This design comes from an exercise in tuning for small area and few clock cycles on the open sky130 flow, not from production work.
RTL that was checked went through simulation tests only; none was proved equivalent to the original.
Power figures rest on the tool's default switching activity, not on a simulated workload.

==> job 7137: inputs <==
==> flow/design.v (excerpt) <==
module date_string_validator (
    input  wire logic        i_clk,
    input  wire logic        i_rst_n,
    input  wire logic        i_valid,
    output logic             o_stall,
    input  wire logic [8:0]  i_data,
    output logic             o_valid,
    input  wire logic        i_stall,
    output logic [26:0] o_data,
    input  wire logic        i_cfg_we,
    input  wire logic        i_cfg_index,
    input  wire logic [13:0] i_cfg_data
);
    logic        r_valid;
    logic        take;
    logic [13:0] r_year_min;
    logic [13:0] r_year_max;
    dsv_pkg::t_parts state;
    assign o_stall = r_valid && i_stall;
    assign take    = i_valid && !o_stall;
    assign o_valid = r_valid;
    always_ff @(posedge i_clk) begin
        if (!i_rst_n) begin
            r_valid <= 1'b0;
        end else if (!o_stall) begin
            r_valid <= take && i_data[0];
        end
    end
    always_ff @(posedge i_clk) begin
        if (!i_rst_n) begin
            r_year_min <= dsv_pkg::YEAR_MIN_RESET;
            r_year_max <= dsv_pkg::YEAR_MAX_RESET;
        end else if (i_cfg_we) begin
            if (i_cfg_index == dsv_pkg::CFG_YEAR_MIN) begin
                r_year_min <= i_cfg_data;
            end
            if (i_cfg_index == dsv_pkg::CFG_YEAR_MAX) begin
                r_year_max <= i_cfg_data;
            end
        end
    end
    dsv_accum u_accum (
        .i_clk   (i_clk),
  ...
==> module dsv_judge, before the edit <==
module dsv_judge (
    input  wire logic [13:0] i_year_min,
    input  wire logic [13:0] i_year_max,
    input  wire dsv_pkg::t_parts i_snap,
    output logic [26:0]      o_data
);
    logic       leap;
    logic       feb;
    logic       m30;
    logic       day_bad;
    logic [3:0] code;
    always_comb begin
        leap = i_snap.year[1:0] == 2'b00
            && (!(i_snap.zero1 && i_snap.zero2) || i_snap.year[3:2] == 2'b00);
        feb  = i_snap.month == 4'd2;
        m30  = i_snap.month == 4'd4 || i_snap.month == 4'd6
            || i_snap.month == 4'd9 || i_snap.month == 4'd11;
        day_bad = i_snap.day_big || i_snap.day == 5'd0
               || (i_snap.day == 5'd29 && feb && !leap)
               || (i_snap.day == 5'd30 && feb)
               || (i_snap.day == 5'd31 && (feb || m30));
        if (i_snap.slash_count < 2'd2) begin
            code = dsv_pkg::ERR_MISSING;
        end else if (i_snap.slash_count == 2'd3) begin
            code = dsv_pkg::ERR_EXTRA;
        end else if (i_snap.empty) begin
            code = dsv_pkg::ERR_EMPTY;
        end else if (i_snap.nondigit) begin
            code = dsv_pkg::ERR_NONDIGIT;
        end else if (i_snap.overflow) begin
            code = dsv_pkg::ERR_OVERFLOW;
        end else if (i_snap.month == 4'd0 || (i_snap.month[3] && i_snap.month[2] && (i_snap.month[1] || i_snap.month[0]))) begin
            code = dsv_pkg::ERR_MONTH;
        end else if (i_snap.year_big || dsv_pkg::lt16({2'b0, i_snap.year}, {2'b0, i_year_min})
                || dsv_pkg::lt16({2'b0, i_year_max}, {2'b0, i_snap.year})) begin
            code = dsv_pkg::ERR_YEAR;
        end else if (day_bad) begin
            code = dsv_pkg::ERR_DAY;
        end else begin
            code = dsv_pkg::ERR_OK;
        end
        o_data = '0;
        o_data[26:23] = code;
        if (code == dsv_pkg::ERR_OK) begin
            o_data[22:18] = i_snap.day;
            o_data[17:14] = i_snap.month;
            o_data[13:0]  = i_snap.year;
        end
    end
endmodule
==> module date_string_validator, before the edit <==
module date_string_validator (
    input  wire logic        i_clk,
    input  wire logic        i_rst_n,
    input  wire logic        i_valid,
    output logic             o_stall,
    input  wire logic [8:0]  i_data,
    output logic             o_valid,
    input  wire logic        i_stall,
    output logic [26:0] o_data,
    input  wire logic        i_cfg_we,
    input  wire logic        i_cfg_index,
    input  wire logic [13:0] i_cfg_data
);
    logic        r_valid;
    logic        take;
    logic [13:0] r_year_min;
    logic [13:0] r_year_max;
    dsv_pkg::t_parts state;
    assign o_stall = r_valid && i_stall;
    assign take    = i_valid && !o_stall;
    assign o_valid = r_valid;
    always_ff @(posedge i_clk) begin
        if (!i_rst_n) begin
            r_valid <= 1'b0;
        end else if (!o_stall) begin
            r_valid <= take && i_data[0];
        end
    end
    always_ff @(posedge i_clk) begin
        if (!i_rst_n) begin
            r_year_min <= dsv_pkg::YEAR_MIN_RESET;
            r_year_max <= dsv_pkg::YEAR_MAX_RESET;
        end else if (i_cfg_we) begin
            if (i_cfg_index == dsv_pkg::CFG_YEAR_MIN) begin
                r_year_min <= i_cfg_data;
            end
            if (i_cfg_index == dsv_pkg::CFG_YEAR_MAX) begin
                r_year_max <= i_cfg_data;
            end
        end
    end
    dsv_accum u_accum (
        .i_clk   (i_clk),
        .i_rst_n (i_rst_n),
        .i_take  (take && i_rst_n),
        .i_beat  (i_data),
        .o_state (state)
    );
    dsv_judge u_judge (
        .i_year_min (r_year_min),
        .i_year_max (r_year_max),
        .i_snap     (state),
        .o_data     (o_data)
    );
endmodule
clock: 7.0 ns
lec_check: 0
cap_margin: 20
core_margin: 2
core_utilization: 40
slew_margin: 20
run.sh (not shown) runs the stock make flow with config.mk's settings and CLKGATE_MAP_FILE= SYNTH_SCRIPT=/design/flow/synth_recipe.tcl, a recipe that flattens the netlist after the stock synthesis.
==> job 1338: changes against job 7137 <==
--- a/flow/design.v
+++ b/flow/design.v
@@ -244,8 +244,8 @@
 `default_nettype wire
 `default_nettype none
 module dsv_judge (
-    input  wire logic [13:0] i_year_min,
-    input  wire logic [13:0] i_year_max,
+    input  wire logic [13:0] i_year_min_n,
+    input  wire logic [13:0] i_year_max_n,
     input  wire dsv_pkg::t_parts i_snap,
     output logic [26:0]      o_data
 );
@@ -254,6 +254,20 @@
     logic       m30;
     logic       day_bad;
     logic [3:0] code;
+    logic       c_max;
+    logic       c_min;
+    logic       above_max;
+    logic       below_min;
+    always_comb begin
+        c_max = 1'b0;
+        c_min = 1'b1;
+        for (int i = 0; i < 14; i++) begin
+            c_max = (i_snap.year[i] & i_year_max_n[i]) | (c_max & (i_snap.year[i] | i_year_max_n[i]));
+            c_min = (i_snap.year[i] & i_year_min_n[i]) | (c_min & (i_snap.year[i] | i_year_min_n[i]));
+        end
+        above_max = c_max;
+        below_min = !c_min;
+    end
     always_comb begin
         leap = i_snap.year[1:0] == 2'b00
             && (!(i_snap.zero1 && i_snap.zero2) || i_snap.year[3:2] == 2'b00);
@@ -276,8 +290,7 @@
             code = dsv_pkg::ERR_OVERFLOW;
         end else if (i_snap.month == 4'd0 || (i_snap.month[3] && i_snap.month[2] && (i_snap.month[1] || i_snap.month[0]))) begin
             code = dsv_pkg::ERR_MONTH;
-        end else if (i_snap.year_big || dsv_pkg::lt16({2'b0, i_snap.year}, {2'b0, i_year_min})
-                || dsv_pkg::lt16({2'b0, i_year_max}, {2'b0, i_snap.year})) begin
+        end else if (i_snap.year_big || below_min || above_max) begin
             code = dsv_pkg::ERR_YEAR;
         end else if (day_bad) begin
             code = dsv_pkg::ERR_DAY;
@@ -310,8 +323,8 @@
 );
     logic        r_valid;
     logic        take;
-    logic [13:0] r_year_min;
-    logic [13:0] r_year_max;
+    logic [13:0] r_year_min_n;
+    logic [13:0] r_year_max_n;
     dsv_pkg::t_parts state;
     assign o_stall = r_valid && i_stall;
     assign take    = i_valid && !o_stall;
@@ -325,14 +338,14 @@
     end
     always_ff @(posedge i_clk) begin
         if (!i_rst_n) begin
-            r_year_min <= dsv_pkg::YEAR_MIN_RESET;
-            r_year_max <= dsv_pkg::YEAR_MAX_RESET;
+            r_year_min_n <= ~dsv_pkg::YEAR_MIN_RESET;
+            r_year_max_n <= ~dsv_pkg::YEAR_MAX_RESET;
         end else if (i_cfg_we) begin
             if (i_cfg_index == dsv_pkg::CFG_YEAR_MIN) begin
-                r_year_min <= i_cfg_data;
+                r_year_min_n <= ~i_cfg_data;
             end
             if (i_cfg_index == dsv_pkg::CFG_YEAR_MAX) begin
-                r_year_max <= i_cfg_data;
+                r_year_max_n <= ~i_cfg_data;
             end
         end
     end
@@ -344,8 +357,8 @@
         .o_state (state)
     );
     dsv_judge u_judge (
-        .i_year_min (r_year_min),
-        .i_year_max (r_year_max),
+        .i_year_min_n (r_year_min_n),
+        .i_year_max_n (r_year_max_n),
         .i_snap     (state),
         .o_data     (o_data)
     );
==> flow/flow/run.sh (new file) <==
#!/bin/bash
# The standard synthesis, then its combinational logic re-mapped for area
# by ABC (every register kept, same cell and name), then the standard
# layout with the port buffers made from the smallest buffer cell.
set -euo pipefail
HERE=$(pwd)
R=$HERE/orfs/results/$FLOW_PLATFORM/date_string_validator/base
L=$HERE/orfs/logs/$FLOW_PLATFORM/date_string_validator/base
YOSYS=$(command -v yosys || echo "$FLOW_HOME/../tools/install/yosys/bin/yosys")

bash standard.sh synth > standard_synth.log 2>&1
cp "$R/1_2_yosys.v" "$HERE/synth_standard.v"

LIB=$FLOW_HOME/platforms/$FLOW_PLATFORM/lib/sky130_fd_sc_hd__tt_025C_1v80.lib
DU=$(grep -o -- "-dont_use [A-Za-z0-9_]*" "$L/1_2_yosys.log" | sort -u | tr '\n' ' ')
SEQ=$(grep -o "sky130_fd_sc_hd__[a-z0-9_]*" synth_standard.v | sort -u | grep -E "__(e?s?df|dl|sedf)" | tr '\n' ' ')
sed -e "s#@LIB@#$LIB#g" -e "s#@SEQ@#$SEQ#" -e "s#@DU@#$DU#" \
    -e "s#@IN@#$HERE/synth_standard.v#" -e "s#@OUT@#$R/1_2_yosys.v#" \
    -e "s#@SCRIPT@#$HERE/flow/area.abc#" -e "s#@TOP@#$FLOW_TOP#" flow/reopt.ys > reopt.ys
"$YOSYS" -s reopt.ys > reopt.log 2>&1
rm -f "$R/1_synth.odb" "$R/1_synth.sdc"

bash standard.sh "BUFFER_PORTS_ARGS=-buffer_cell sky130_fd_sc_hd__buf_1" finish > standard.log 2>&1
==> flow/flow/area.abc (new file) <==
strash
balance -l; resub -K 6 -l; rewrite -l; resub -K 6 -N 2 -l; refactor -l; resub -K 8 -l; balance -l; resub -K 8 -N 2 -l; rewrite -l; resub -K 10 -l; rewrite -z -l; resub -K 10 -N 2 -l; balance -l; resub -K 12 -l; refactor -z -l; resub -K 12 -N 2 -l; rewrite -z -l; balance -l
&get -n
&st
&dch -f
&nf -a -R 1000
&put
topo
==> flow/flow/reopt.ys (new file) <==
# Re-map the standard synthesis's combinational logic for area. Registers
# (sequential cells) stay as they are, as black boxes with their names.
read_liberty -ignore_miss_func @LIB@
blackbox @SEQ@
read_verilog @IN@
hierarchy -top @TOP@
flatten
opt_clean -purge
abc -liberty @LIB@ @DU@ -script @SCRIPT@
opt_clean -purge
hilomap -singleton -hicell sky130_fd_sc_hd__conb_1 HI -locell sky130_fd_sc_hd__conb_1 LO
insbuf -buf sky130_fd_sc_hd__buf_4 A X
splitnets
opt_clean -purge
stat -liberty @LIB@
write_verilog -noattr -nohex -nodec @OUT@

# The written netlist on its own, with every cell a library black box.
design -reset
read_liberty -lib @LIB@
read_verilog @OUT@
hierarchy -check -top @TOP@
check -assert -mapped
stat -liberty @LIB@
==> flow/standard.sh (new file) <==
#!/bin/bash
# synth_recipe.tcl (not shown) runs the flow's synth.tcl, then flattens the netlist and writes it again
# the make line also repeats each setting of config.mk as NAME=value (left out here)
make -C /OpenROAD-flow-scripts/flow DESIGN_CONFIG=/design/flow/config.mk WORK_HOME=/design/flow/orfs CLKGATE_MAP_FILE= SYNTH_SCRIPT=/design/flow/synth_recipe.tcl "${@:-finish}"
ABC_AREA = 1   (was default)
CORE_UTILIZATION = 70   (was 40)
removed: flow/run.sh
==> job 8364: changes against job 7137 <==
--- a/flow/design.v
+++ b/flow/design.v
@@ -244,8 +244,8 @@
 `default_nettype wire
 `default_nettype none
 module dsv_judge (
-    input  wire logic [13:0] i_year_min,
-    input  wire logic [13:0] i_year_max,
+    input  wire logic [13:0] i_year_min_n,
+    input  wire logic [13:0] i_year_max_n,
     input  wire dsv_pkg::t_parts i_snap,
     output logic [26:0]      o_data
 );
@@ -254,6 +254,20 @@
     logic       m30;
     logic       day_bad;
     logic [3:0] code;
+    logic       c_max;
+    logic       c_min;
+    logic       above_max;
+    logic       below_min;
+    always_comb begin
+        c_max = 1'b0;
+        c_min = 1'b1;
+        for (int i = 0; i < 14; i++) begin
+            c_max = (i_snap.year[i] & i_year_max_n[i]) | (c_max & (i_snap.year[i] | i_year_max_n[i]));
+            c_min = (i_snap.year[i] & i_year_min_n[i]) | (c_min & (i_snap.year[i] | i_year_min_n[i]));
+        end
+        above_max = c_max;
+        below_min = !c_min;
+    end
     always_comb begin
         leap = i_snap.year[1:0] == 2'b00
             && (!(i_snap.zero1 && i_snap.zero2) || i_snap.year[3:2] == 2'b00);
@@ -276,8 +290,7 @@
             code = dsv_pkg::ERR_OVERFLOW;
         end else if (i_snap.month == 4'd0 || (i_snap.month[3] && i_snap.month[2] && (i_snap.month[1] || i_snap.month[0]))) begin
             code = dsv_pkg::ERR_MONTH;
-        end else if (i_snap.year_big || dsv_pkg::lt16({2'b0, i_snap.year}, {2'b0, i_year_min})
-                || dsv_pkg::lt16({2'b0, i_year_max}, {2'b0, i_snap.year})) begin
+        end else if (i_snap.year_big || below_min || above_max) begin
             code = dsv_pkg::ERR_YEAR;
         end else if (day_bad) begin
             code = dsv_pkg::ERR_DAY;
@@ -310,8 +323,8 @@
 );
     logic        r_valid;
     logic        take;
-    logic [13:0] r_year_min;
-    logic [13:0] r_year_max;
+    logic [13:0] r_year_min_n;
+    logic [13:0] r_year_max_n;
     dsv_pkg::t_parts state;
     assign o_stall = r_valid && i_stall;
     assign take    = i_valid && !o_stall;
@@ -325,14 +338,14 @@
     end
     always_ff @(posedge i_clk) begin
         if (!i_rst_n) begin
-            r_year_min <= dsv_pkg::YEAR_MIN_RESET;
-            r_year_max <= dsv_pkg::YEAR_MAX_RESET;
+            r_year_min_n <= ~dsv_pkg::YEAR_MIN_RESET;
+            r_year_max_n <= ~dsv_pkg::YEAR_MAX_RESET;
         end else if (i_cfg_we) begin
             if (i_cfg_index == dsv_pkg::CFG_YEAR_MIN) begin
-                r_year_min <= i_cfg_data;
+                r_year_min_n <= ~i_cfg_data;
             end
             if (i_cfg_index == dsv_pkg::CFG_YEAR_MAX) begin
-                r_year_max <= i_cfg_data;
+                r_year_max_n <= ~i_cfg_data;
             end
         end
     end
@@ -344,8 +357,8 @@
         .o_state (state)
     );
     dsv_judge u_judge (
-        .i_year_min (r_year_min),
-        .i_year_max (r_year_max),
+        .i_year_min_n (r_year_min_n),
+        .i_year_max_n (r_year_max_n),
         .i_snap     (state),
         .o_data     (o_data)
     );
==> flow/flow/run.sh (new file) <==
#!/bin/bash
# The standard layout, with the port buffers made from the smallest
# buffer cell instead of the flow's default choice.
set -euo pipefail
bash standard.sh "BUFFER_PORTS_ARGS=-buffer_cell sky130_fd_sc_hd__buf_1" finish > standard.log 2>&1
==> flow/standard.sh (new file) <==
#!/bin/bash
# synth_recipe.tcl (not shown) runs the flow's synth.tcl, then flattens the netlist and writes it again
# the make line also repeats each setting of config.mk as NAME=value (left out here)
make -C /OpenROAD-flow-scripts/flow DESIGN_CONFIG=/design/flow/config.mk WORK_HOME=/design/flow/orfs CLKGATE_MAP_FILE= SYNTH_SCRIPT=/design/flow/synth_recipe.tcl "${@:-finish}"
ABC_AREA = 1   (was default)
CORE_UTILIZATION = 70   (was 40)
CTS_CLUSTER_DIAMETER = 150   (was default)
CTS_CLUSTER_SIZE = 40   (was default)
removed: flow/run.sh
==> qor summary <==
metric	job 1338	job 8364	job 7137
Outcome	finished clean	finished clean	finished clean
Portion of total power attributed to sequential cells	0.497	0.507	0.510
Buffers & Inverters on Critical Path	1	2	2
Max incr delay on CP	410 ps	440 ps	480 ps
Non-clock buffer area fraction after layout	0.05275	0.05337	0.1168
Dpl ws	638.4 ps	175.1 ps	96.59 ps
Number of nets produced by synthesis	457	603	550
Final net count	527	666	598
Post-synthesis cell area	0.003801 sq mm	0.004200 sq mm	0.004412 sq mm
Synthesized area divided by synthesized cell count	8.881 sq um	7.665 sq um	8.913 sq um
Switching part of the total	0.2515	0.2646	0.2965
Synth Area in Compound Gates	-	0.1689	0.1818
Fraction of the mapped netlist area in adder cells	-	0.1043	0.1015
Design Area, Final	0.004364 sq mm	0.004712 sq mm	0.005303 sq mm
Overall via count from detail_route	3769	3837	3870
Area post-placement	0.004118 sq mm	0.004498 sq mm	0.005094 sq mm
Fmax	0.1646 GHz	0.1504 GHz	0.1536 GHz
Peak supply drop	152.1 uV	175.0 uV	76.65 uV
Post-synth EDFFs	-	39	39
Comb power	0.0848 mW	0.103 mW	0.107 mW
Proportion of cell area occupied by multi-input gates	0.4596	0.4256	0.4497
Final clock period utilization by the worst path	0.8679	0.9498	0.9302
Testbench counts of job 7137, summed over its fixed seeds: cycles 32,331.
The RTL of job 1338 and job 8364 was laid out without a check of its function.

[separate check: timing with driven ports]
In the flow no input, the clock included, has a driving cell. The finished layouts below were timed again as built, in two steps. Step 1 (the two cells are an assumption about what drives the block):
set clk [get_ports {i_clk}]
set_driving_cell -lib_cell sky130_fd_sc_hd__clkbuf_16 $clk
set_driving_cell -lib_cell sky130_fd_sc_hd__buf_2 [delete_from_list [all_inputs] $clk]
Step 2 adds t to the input delays and takes it off the output delays; t is the mean of the earliest and latest rising clock arrival at the registers after step 1. Input paths then give back, and output paths get back, about the clock's delay inside the block. Three values: ideal, step 1, step 2; two values: the first two.
| run | t, ns | setup slack, ns | clock arrival spread, ns | worst register clock-pin slew, ns | worst slew at a driven data input, ns |
|---|---|---|---|---|---|
| job 7137 | 0.396 | 0.488 / 0.500 / 0.105 | 0.013 / 0.013 | 0.10 / 0.10 | 0.04 |
| job 1338 | 0.379 | 0.925 / 0.932 / 0.553 | 0.009 / 0.008 | 0.08 / 0.08 | 0.03 |
| job 8364 | 0.382 | 0.351 / 0.361 / -0.021 | 0.010 / 0.010 | 0.08 / 0.08 | 0.04 |
Met with ideal ports but missed after step 2: setup timing in job 8364. For job 7137, which loses most, drivers alone change the setup slack by +0.012 ns; drivers and shift together by -0.383 ns.
